This is an optimization exercise on Yosys and OpenROAD, whose aim is small area and a short achievable clock period, not a production implementation. The RTL was checked by simulation tests, not by an equivalence proof against the original design. Power is estimated from default activity; no workload was simulated.

==> flow/design.v <==
module ap_ctrl_txn_monitor #(
    parameter int N_CH      = 8,
    parameter int CNT_W     = 16,
    parameter int TXN_DEPTH = 4,
    parameter int CH_W      = (N_CH > 1) ? $clog2(N_CH) : 1
) (
    input  logic              clock,
    input  logic              reset,
    input  logic              finish,
    input  logic [N_CH-1:0]   ap_start,
    input  logic [N_CH-1:0]   ap_ready,
    input  logic [N_CH-1:0]   ap_done,
    input  logic [N_CH-1:0]   ap_continue,
    input  logic [N_CH-1:0]   clr,
    input  logic              rd_en,
    input  logic [CH_W-1:0]   rd_ch,
    input  logic [2:0]        rd_sel,
    output logic              rd_valid,
    output logic [CNT_W-1:0]  rd_data,
    output logic [N_CH-1:0]   busy,
    output logic [N_CH-1:0]   err,
    output logic              frozen
);
    localparam int RD_N = 2 ** CH_W;
    function automatic logic add_cout(input logic [CNT_W-1:0] a,
                                      input logic [CNT_W-1:0] b, input logic cin);
        logic [CNT_W-1:0] gg, pp;
        gg = a & b;
        pp = a | b;
        gg[0] = gg[0] | (pp[0] & cin);
        for (int l = 0; (1 << l) < CNT_W; l++)
            for (int i = CNT_W - 1; i >= (1 << l); i--) begin
                gg[i] = gg[i] | (pp[i] & gg[i - (1 << l)]);
                pp[i] = pp[i] & pp[i - (1 << l)];
            end
        add_cout = gg[CNT_W-1];
    endfunction
    function automatic logic [CNT_W-1:0] low_ones(input logic [CNT_W-1:0] v);
        logic [CNT_W-1:0] pa;
        pa = {v[CNT_W-2:0], 1'b1};
        for (int l = 0; (1 << l) < CNT_W; l++)
            for (int i = CNT_W - 1; i >= (1 << l); i--) pa[i] = pa[i] & pa[i - (1 << l)];
        low_ones = pa;
    endfunction
    logic [CNT_W-1:0] ts_q;       
    logic             frozen_q;
    logic             rd_valid_q;
    logic [CNT_W-1:0] rd_data_q;
    logic [CNT_W-1:0] rd_val [N_CH];
    always_ff @(posedge clock) begin
        if (!reset) begin
            ts_q     <= '0;
            frozen_q <= 1'b0;
        end else begin
            if (!frozen_q) begin
                ts_q  <= ts_q ^ low_ones(ts_q);
            end
            if (finish) frozen_q <= 1'b1;
        end
    end
    for (genvar g = 0; g < N_CH; g++) begin : g_ch
        logic [CNT_W-1:0] age_q [4];
        logic             busy_q, err_q;
        logic [4:0]       occ_q;      
        logic [2:0]       occ_bin;
        logic [CNT_W-1:0] txn_q, last_q, min_q, max_q, stall_q;
        logic             ovf_q, unf_q;
        logic             st, dn, empty, full, one;
        logic             push, pop, upd, push_only, pop_only, ovf_set, unf_set;
        logic             popf, pushf, run;
        logic [3:0]       wr_here;
        logic [CNT_W-1:0] age_inc [4];
        logic [CNT_W-1:0] lat;
        logic             ch_rst;
        logic [CNT_W-1:0] ch_val;
        logic             lt, gt;
        assign st    = ap_start[g] & ap_ready[g];
        assign dn    = ap_done[g] & ap_continue[g];
        assign empty = occ_q[0];
        assign one   = occ_q[1];
        assign full  = occ_q[4];
        assign occ_bin = {occ_q[4], occ_q[2] | occ_q[3], occ_q[1] | occ_q[3]};
        assign run   = !frozen_q;
        assign push_only = st & ~dn & ~full;
        assign ovf_set   = st & ~dn & full;
        assign pop_only  = dn & ~st & ~empty;
        assign unf_set   = dn & ~st & empty;
        assign upd       = (st & dn) | pop_only;
        assign pop       = dn & ~empty;           
        assign push      = push_only | (st & dn & ~empty);
        assign popf      = pop & run;
        assign pushf     = push & run;
        assign lat    = empty ? '0 : age_q[0];
        logic [CNT_W-1:0] tpre, spre;
        logic           tsat, ssat;
        assign lt     = ~add_cout(age_q[0], ~min_q, 1'b1);    
        assign gt     = ~add_cout(max_q, ~age_q[0], 1'b1);    
        for (genvar i = 0; i < 4; i++) begin : g_age
            logic [CNT_W-1:0] pre;
            assign wr_here[i] = pushf && (pop ? occ_q[i + 1] : occ_q[i]);
            assign pre        = low_ones(age_q[i]);
            assign age_inc[i] = age_q[i] ^ ({CNT_W{run}} & pre);
        end
        always_ff @(posedge clock) begin
            for (int i = 0; i < 4; i++)
                if (wr_here[i])           age_q[i] <= CNT_W'(1);
                else if (popf && i < 3)   age_q[i] <= age_inc[(i + 1) % 4];
                else                      age_q[i] <= age_inc[i];
        end
        assign tpre = low_ones(txn_q);
        assign spre = low_ones(stall_q);
        assign tsat = tpre[CNT_W-1] & txn_q[CNT_W-1];
        assign ssat = spre[CNT_W-1] & stall_q[CNT_W-1];
        assign ch_rst    = !reset || (clr[g] && !frozen_q);
        always_ff @(posedge clock) begin
            if (ch_rst) begin
                busy_q   <= 1'b0;
                err_q    <= 1'b0;
                occ_q    <= 5'b00001;
                txn_q    <= '0;
                last_q   <= '0;
                min_q    <= '1;
                max_q    <= '0;
                stall_q  <= '0;
                ovf_q    <= 1'b0;
                unf_q    <= 1'b0;
            end else if (!frozen_q) begin
                err_q  <= err_q | ovf_set | unf_set;
                busy_q <= ~(err_q | ovf_set | unf_set) & (push_only | (~empty & ~(pop_only & one)));
                if (push_only) occ_q <= {occ_q[3:0], 1'b0};
                else if (pop_only) occ_q <= {1'b0, occ_q[4:1]};
                if (upd) begin
                    txn_q  <= txn_q ^ ({CNT_W{~tsat}} & tpre);
                    last_q <= lat;
                    if (empty || lt) min_q <= lat;
                    if (!empty && gt) max_q <= age_q[0];
                end
                if (ap_done[g] && !ap_continue[g])
                    stall_q <= stall_q ^ ({CNT_W{~ssat}} & spre);
                if (ovf_set) ovf_q <= 1'b1;
                if (unf_set) unf_q <= 1'b1;
            end
        end
        logic chs;
        assign chs = (rd_ch == CH_W'(g));
        always_comb begin
            ch_val = ({CNT_W{chs & (rd_sel == 3'd0)}} & txn_q)
                   | ({CNT_W{chs & (rd_sel == 3'd1)}} & last_q)
                   | ({CNT_W{chs & (rd_sel == 3'd2)}} & min_q)
                   | ({CNT_W{chs & (rd_sel == 3'd3)}} & max_q)
                   | ({CNT_W{chs & (rd_sel == 3'd4)}} & stall_q)
                   | ({CNT_W{chs & (rd_sel == 3'd5)}} & CNT_W'(occ_bin))
                   | ({CNT_W{chs & (rd_sel == 3'd6)}} & {{(CNT_W-2){1'b0}}, unf_q, ovf_q});
        end
        assign rd_val[g] = ch_val;
        assign busy[g]   = busy_q;
        assign err[g]    = err_q;
    end
    logic [CNT_W-1:0] rd_or;
    always_comb begin
        rd_or = (rd_sel == 3'd7 && int'(rd_ch) < N_CH) ? ts_q : '0;
        for (int i = 0; i < N_CH; i++) rd_or = rd_or | rd_val[i];
    end
    always_ff @(posedge clock) begin
        if (!reset) begin
            rd_valid_q <= 1'b0;
            rd_data_q  <= '0;
        end else begin
            rd_valid_q <= rd_en;
            if (rd_en) rd_data_q <= rd_or;
        end
    end
    assign rd_valid = rd_valid_q;
    assign rd_data  = rd_data_q;
    assign frozen   = frozen_q;
endmodule
Settings: LEC_CHECK=0, CAP_MARGIN=20, CORE_MARGIN=2, CORE_UTILIZATION=40, CTS_BUF_LIST=sky130_fd_sc_hd__clkbuf_16, CTS_CLUSTER_DIAMETER=80, CTS_CLUSTER_SIZE=25, SETUP_SLACK_MARGIN=3.6, SLEW_MARGIN=20, TNS_END_PERCENT=0; clock period 5.5 ns.
run.sh (not shown) runs the stock make flow with config.mk's settings and CLKGATE_MAP_FILE= SYNTH_SCRIPT=/design/flow/synth_recipe.tcl, a recipe that flattens the netlist after the stock synthesis.
Edit:
PLACE_DENSITY = 0.85   (was unset)
Hold slack gets worse by 0.0035 ns.
Critical path depth stays the same.
Flip-flop and latch count does not change.
Utilization is lower by 0.22 points.
Area after synthesis stays the same.
Die area is unchanged.
Edit:
CORE_UTILIZATION = 55   (was 40)
PLACE_DENSITY = 0.75   (was 0.85)
Result: The new run ran to the end with no violations; wire length shrinks by a few percent; clock-buffer cell count is lower by 9; sequential power is about the same; clock power drops by a little under a tenth; setup slack stays flat.
Edit:
CORE_UTILIZATION = 40   (was 55)
CTS_CLUSTER_DIAMETER = 100   (was 80)
CTS_CLUSTER_SIZE = 30   (was 25)
- The changed run produced a clean layout
- die area increases by 37%
- flip-flop and latch count stays the same
- design area increases by 0.78%
- final cell count increases by 6.1%
- hold slack hardly moves
- synthesized area stays the same
- worst setup slack improved by 0.044 ns
- combinational power decreases by about 2%

## re-timing with driven ports
The flow's constraints put no driver on any port. The routed layouts listed below were extracted and timed again, unchanged, in two steps. Step 1 assumes that a clkbuf_16 drives the clock port and a buf_2 every other input. Step 2 moves the port delays by t, midway between the first and last clock arrival at a register: inputs arrive t later, outputs are due t later. That takes back most of the time a late clock gives input paths. Three values: no drivers, after step 1, after step 2; two values: the first two.
| run | t (ns) | slack for setup (ns) | clock arrival spread, ns |
|---|---|---|---|
| the first run | 0.825 | 2.660 / 2.670 / 1.845 | 0.046 / 0.046 |
| the second run | 0.814 | 2.735 / 2.749 / 1.936 | 0.048 / 0.049 |
| the third run | 0.764 | 2.733 / 2.733 / 2.015 | 0.045 / 0.045 |
| the fourth run | 0.798 | 2.776 / 2.784 / 2.015 | 0.059 / 0.059 |
After both steps every run listed still meets setup and hold. For the first run, which loses most, drivers alone change the setup slack by +0.010 ns; drivers and shift together by -0.815 ns.
